This design comes from an exercise in tuning for small area, a short achievable clock period and few clock cycles per item on the open sky130 flow, not from production work. Where RTL was checked, it was by simulation tests only, not by an equivalence proof against the original.

Setup of before:
// cmplx_mult_stream
module cmplx_mult_stream #(
  parameter int W     = 16,
  parameter int FRAC  = 15,
  parameter int FRAME = 16,
  parameter int ROUND = 1
) (
  input  logic                    clk,
  input  logic                    rst_n,
  input  logic                    clear,
  output logic                    ovf,
  input  logic                    in_valid,
  output logic                    in_ready,
  input  logic signed [W-1:0]     a_re,
  input  logic signed [W-1:0]     a_im,
  input  logic signed [W-1:0]     b_re,
  input  logic signed [W-1:0]     b_im,
  input  logic                    conj_b,
  output logic                    out_valid,
  input  logic                    out_ready,
  output logic signed [W-1:0]     p_re,
  output logic signed [W-1:0]     p_im,
  output logic [$clog2(FRAME)-1:0] p_idx,
  output logic                    p_last
);
make LEC_CHECK=0 CAP_MARGIN=20 CORE_MARGIN=2 CORE_UTILIZATION=40 SETUP_SLACK_MARGIN=5 SLEW_MARGIN=20 TNS_END_PERCENT=0 finish   # period 8.5 ns
run.sh (not shown) runs the stock make flow with config.mk's settings and CLKGATE_MAP_FILE= SYNTH_SCRIPT=/design/flow/synth_recipe.tcl, a recipe that flattens the netlist after the stock synthesis.
#### Input delta (after over before)
--- a/flow/design.v
+++ b/flow/design.v
@@ -20,27 +20,27 @@
   output logic signed [W-1:0]     p_re,
   output logic signed [W-1:0]     p_im,
   output logic [$clog2(FRAME)-1:0] p_idx,
   output logic                    p_last
 );
   logic adv;         
   logic accept;
   logic ov;          
   logic take;
-  logic sv;          
   logic [2:0] vld;    
   assign take   = ov & out_ready;
   assign accept = in_valid & adv;
-  logic [3:0] idx_cnt, idx_cur;
-  assign idx_cur = clear ? 4'd0 : idx_cnt;
+  logic pend;    
+  logic [0:0] idx_cur;
+  assign idx_cur = pend | clear;
   logic [15:0] ar, ai;
   logic [7:0] br_one, br_two, br_neg, bi_one, bi_two, bi_nre, bi_nim;
-  logic [3:0] idx_r [0:2];
+  logic [0:0] idx_r [0:2];
   logic [7:0] e_br_one, e_br_two, e_br_neg, e_bi_one, e_bi_two, e_bi_nre, e_bi_nim;
   assign e_br_one[0] = b_re[0] ^ 1'b0;
   assign e_br_two[0] = (b_re[1] & ~b_re[0] & ~1'b0) | (~b_re[1] & b_re[0] & 1'b0);
   assign e_br_neg[0] = b_re[1];
   assign e_br_one[1] = b_re[2] ^ b_re[1];
   assign e_br_two[1] = (b_re[3] & ~b_re[2] & ~b_re[1]) | (~b_re[3] & b_re[2] & b_re[1]);
   assign e_br_neg[1] = b_re[3];
   assign e_br_one[2] = b_re[4] ^ b_re[3];
   assign e_br_two[2] = (b_re[5] & ~b_re[4] & ~b_re[3]) | (~b_re[5] & b_re[4] & b_re[3]);
@@ -3113,58 +3113,47 @@
   assign im_a = {1'b1, r5_1630, s1753, s1751, s1749, s1747, s1745, s1743, s1741, s1739, s1737, s1735, s1733, s1731, s1729, s1727, s1725, s1723, s1721, s1719, s1717, s1715, s1713, s1711, s1709, s1707, s1705, s1703, s1701, s1699, s1697, s1695, r5_1540};
   assign im_b = {1'b0, c1754, c1752, c1750, c1748, c1746, c1744, c1742, c1740, c1738, c1736, c1734, c1732, c1730, c1728, c1726, c1724, c1722, c1720, c1718, c1716, c1714, c1712, c1710, c1708, c1706, c1704, c1702, c1700, c1698, c1696, c1694, s1693};
   assign im_sum = im_a + im_b;
   logic im_clip;
   logic [15:0] im_sat;
   assign im_clip = (im_sum[32] != im_sum[31]) || (im_sum[31] != im_sum[30]);
   assign im_sat = im_clip ? {im_sum[32], {15{~im_sum[32]}}} : im_sum[30:15];
   logic res_clip;
   assign res_clip = re_clip | im_clip;
+  logic [15:0] re_val, im_val;
+  assign re_val = re_sat;
+  assign im_val = im_sat;
   logic [15:0] o_re, o_im;
   logic [3:0]  o_idx;
   logic        o_last;
-  logic [15:0] s_re, s_im;
-  logic [3:0]  s_idx;
-  logic        s_clip;
-  logic        out_en;
-  assign out_en = ~ov | out_ready;
+  assign adv = ~ov | out_ready;
   always_ff @(posedge clk) begin
     if (adv) begin
-      s_re <= re_sat; s_im <= im_sat; s_idx <= idx_r[1]; s_clip <= res_clip;
-    end
-    if (out_en) begin
-      if (sv) begin
-        o_re <= s_re; o_im <= s_im; o_idx <= s_idx; o_last <= (s_idx == 4'd15);
-      end else begin
-        o_re <= re_sat; o_im <= im_sat; o_idx <= idx_r[1]; o_last <= (idx_r[1] == 4'd15);
+      o_re <= re_val; o_im <= im_val;
+      if (vld[1]) begin
+        o_idx  <= idx_r[1][0] ? 4'd0 : o_idx + 4'd1;
+        o_last <= ~idx_r[1][0] & (o_idx == 4'd14);
       end
     end
   end
-  logic new_clip;
-  assign new_clip = out_en & (sv ? s_clip : (vld[1] & res_clip));
-  logic in_ready_r;
   always_ff @(posedge clk or negedge rst_n) begin
     if (!rst_n) begin
-      vld <= '0; ov <= 1'b0; sv <= 1'b0; adv <= 1'b1; in_ready_r <= 1'b1;
-      idx_cnt <= '0; ovf <= 1'b0;
+      vld <= '0; ov <= 1'b0; pend <= 1'b1; ovf <= 1'b0;
     end else begin
       if (adv) begin
         vld[0] <= in_valid;
         vld[1] <= vld[0];
+        ov <= vld[1];
       end
-      if (out_en) ov <= sv | vld[1];
-      sv <= ov & ~out_ready & (sv | vld[1]);
-      adv <= ~(ov & ~out_ready & (sv | vld[1]));
-      in_ready_r <= ~(ov & ~out_ready & (sv | vld[1]));
-      if (accept) idx_cnt <= idx_cur + 4'd1;
-      else if (clear) idx_cnt <= 4'd0;
-      if (new_clip) ovf <= 1'b1;
+      if (accept) pend <= 1'b0;
+      else if (clear) pend <= 1'b1;
+      if (adv & vld[1] & res_clip) ovf <= 1'b1;
       else if (clear) ovf <= 1'b0;
     end
   end
-  assign in_ready = in_ready_r;
-  assign out_valid = ov;
+  assign in_ready = adv;
   assign p_re      = o_re;
   assign p_im      = o_im;
+  assign out_valid = ov;
   assign p_idx     = o_idx;
   assign p_last    = o_last;
 endmodule
[summary]
after went all the way through synthesis, placement and routing and the layout is clean on timing, DRC and antenna.
Higher global-route track usage on met2 among before and after: after
before → after: wire length +6.3%.
Via count of the first global-routing pass in after vs before: down 1.8%
Final clock period utilization by the worst path in after is 0.17 points above before.
Fraction of area in multi-input gates, before and after: smaller value in before
On post-synth design cell area: after sits below before.
Looking only at number of fillers in the final layout, and setting everything else aside, the lower value of before and after goes to after.
Multiplexer share of the synthesized area essentially unchanged between before and after.
The starting utilization of the core area on before is in line with that on after.
Relative to before, the core utilization of after is higher by 0.80 points.
Start point of the critical path: ai[12] -> before, ar[14] -> after
Of the two values seen for termination of the worst setup path, r5_1596 was produced by before and r5_1584 by after.
Minimum clock period after layout ended up 0.014 ns higher on after than on before.
Sort before and after by aggregate global-route resource usage, descending, and after comes first.
Measured against each other, before and after differ in share of synthesized flip-flops with an asynchronous set or reset, the lower figure coming from after.
Testbench counts of after, summed over its fixed seeds: cycles 16,024, items 16,000.
For before, only the layout was checked, not whether the RTL still works.


Starting RTL as in the previous note.
Design cmplx_mult_stream, start of the top module:
module cmplx_mult_stream #(
  parameter int W     = 16,
  parameter int FRAC  = 15,
  parameter int FRAME = 16,
  parameter int ROUND = 1
) (
  input  logic                    clk,
  input  logic                    rst_n,
  input  logic                    clear,
  output logic                    ovf,
  input  logic                    in_valid,
  output logic                    in_ready,
  input  logic signed [W-1:0]     a_re,
  input  logic signed [W-1:0]     a_im,
  input  logic signed [W-1:0]     b_re,
  input  logic signed [W-1:0]     b_im,
  input  logic                    conj_b,
  output logic                    out_valid,
  input  logic                    out_ready,
  output logic signed [W-1:0]     p_re,
  output logic signed [W-1:0]     p_im,
  output logic [$clog2(FRAME)-1:0] p_idx,
  output logic                    p_last
);
export LEC_CHECK = 0
export CAP_MARGIN = 20
export CORE_MARGIN = 2
export CORE_UTILIZATION = 40
export SETUP_SLACK_MARGIN = 5
export SLEW_MARGIN = 20
create_clock -name core_clock -period 8.5 [get_ports {clk}]
Then changed:
--- a/flow/design.v
+++ b/flow/design.v
@@ -23,13 +23,12 @@
   output logic                    p_last
 );
   logic adv;         
   logic accept;
   logic ov;          
   logic take;
-  logic sv;          
   logic [2:0] vld;    
   assign take   = ov & out_ready;
   assign accept = in_valid & adv;
   logic [3:0] idx_cnt, idx_cur;
   assign idx_cur = clear ? 4'd0 : idx_cnt;
   logic [15:0] ar, ai;
@@ -3119,52 +3118,34 @@
   assign im_sat = im_clip ? {im_sum[32], {15{~im_sum[32]}}} : im_sum[30:15];
   logic res_clip;
   assign res_clip = re_clip | im_clip;
   logic [15:0] o_re, o_im;
   logic [3:0]  o_idx;
   logic        o_last;
-  logic [15:0] s_re, s_im;
-  logic [3:0]  s_idx;
-  logic        s_clip;
-  logic        out_en;
-  assign out_en = ~ov | out_ready;
+  assign adv = ~ov | out_ready;
   always_ff @(posedge clk) begin
     if (adv) begin
-      s_re <= re_sat; s_im <= im_sat; s_idx <= idx_r[1]; s_clip <= res_clip;
-    end
-    if (out_en) begin
-      if (sv) begin
-        o_re <= s_re; o_im <= s_im; o_idx <= s_idx; o_last <= (s_idx == 4'd15);
-      end else begin
-        o_re <= re_sat; o_im <= im_sat; o_idx <= idx_r[1]; o_last <= (idx_r[1] == 4'd15);
-      end
+      o_re <= re_sat; o_im <= im_sat; o_idx <= idx_r[1]; o_last <= (idx_r[1] == 4'd15);
     end
   end
-  logic new_clip;
-  assign new_clip = out_en & (sv ? s_clip : (vld[1] & res_clip));
-  logic in_ready_r;
   always_ff @(posedge clk or negedge rst_n) begin
     if (!rst_n) begin
-      vld <= '0; ov <= 1'b0; sv <= 1'b0; adv <= 1'b1; in_ready_r <= 1'b1;
-      idx_cnt <= '0; ovf <= 1'b0;
+      vld <= '0; ov <= 1'b0; idx_cnt <= '0; ovf <= 1'b0;
     end else begin
       if (adv) begin
         vld[0] <= in_valid;
         vld[1] <= vld[0];
+        ov <= vld[1];
       end
-      if (out_en) ov <= sv | vld[1];
-      sv <= ov & ~out_ready & (sv | vld[1]);
-      adv <= ~(ov & ~out_ready & (sv | vld[1]));
-      in_ready_r <= ~(ov & ~out_ready & (sv | vld[1]));
       if (accept) idx_cnt <= idx_cur + 4'd1;
       else if (clear) idx_cnt <= 4'd0;
-      if (new_clip) ovf <= 1'b1;
+      if (adv & vld[1] & res_clip) ovf <= 1'b1;
       else if (clear) ovf <= 1'b0;
     end
   end
-  assign in_ready = in_ready_r;
+  assign in_ready = adv;
   assign out_valid = ov;
   assign p_re      = o_re;
   assign p_im      = o_im;
   assign p_idx     = o_idx;
   assign p_last    = o_last;
 endmodule
Effect: The new run completed with no timing, DRC or antenna violations; utilization grows by 1.1 points; final cell count came out lower by 2.0%; hold slack hardly moves; setup slack improves by 0.0051 ns; area after synthesis goes down by 5.0%; synthesized cell count shrinks by 4.2%; maximum frequency barely changes; routed wire length climbs by 3.2%; design area came out lower by 3.1%; first-iteration DRC count went up by 14%; die area went down by 4.9%.
No run of this note included a check of the RTL's function; only the layout flow was run.

-- what the ideal ports hide --
No port has a modelled driver above. Below, the same layouts with a new extraction and two added sets of constraints. Step 1: set_driving_cell puts a clkbuf_16 on clk and a buf_2 on each other input, an assumption about the parent block. Step 2 also shifts input and output timing later by t, the mid clock arrival at the registers, as if the neighbouring blocks saw the same clock. Slacks: no drivers / after step 1 / after step 2; pairs: no drivers / after step 1.
| run | t (ns) | setup WS [ns] | pins driven straight from the clock port |
|---|---|---|---|
| before | 0.659 | 4.497 / 4.497 / 4.497 | 1 |
| after | 0.643 | 4.482 / 4.482 / 4.482 | 1 |
| the first run of note 2 | 0.660 | 4.512 / 4.512 / 4.512 | 1 |
| the second run of note 2 | 0.648 | 4.517 / 4.517 / 4.517 | 1 |
After both steps setup and hold are still met in every run listed.
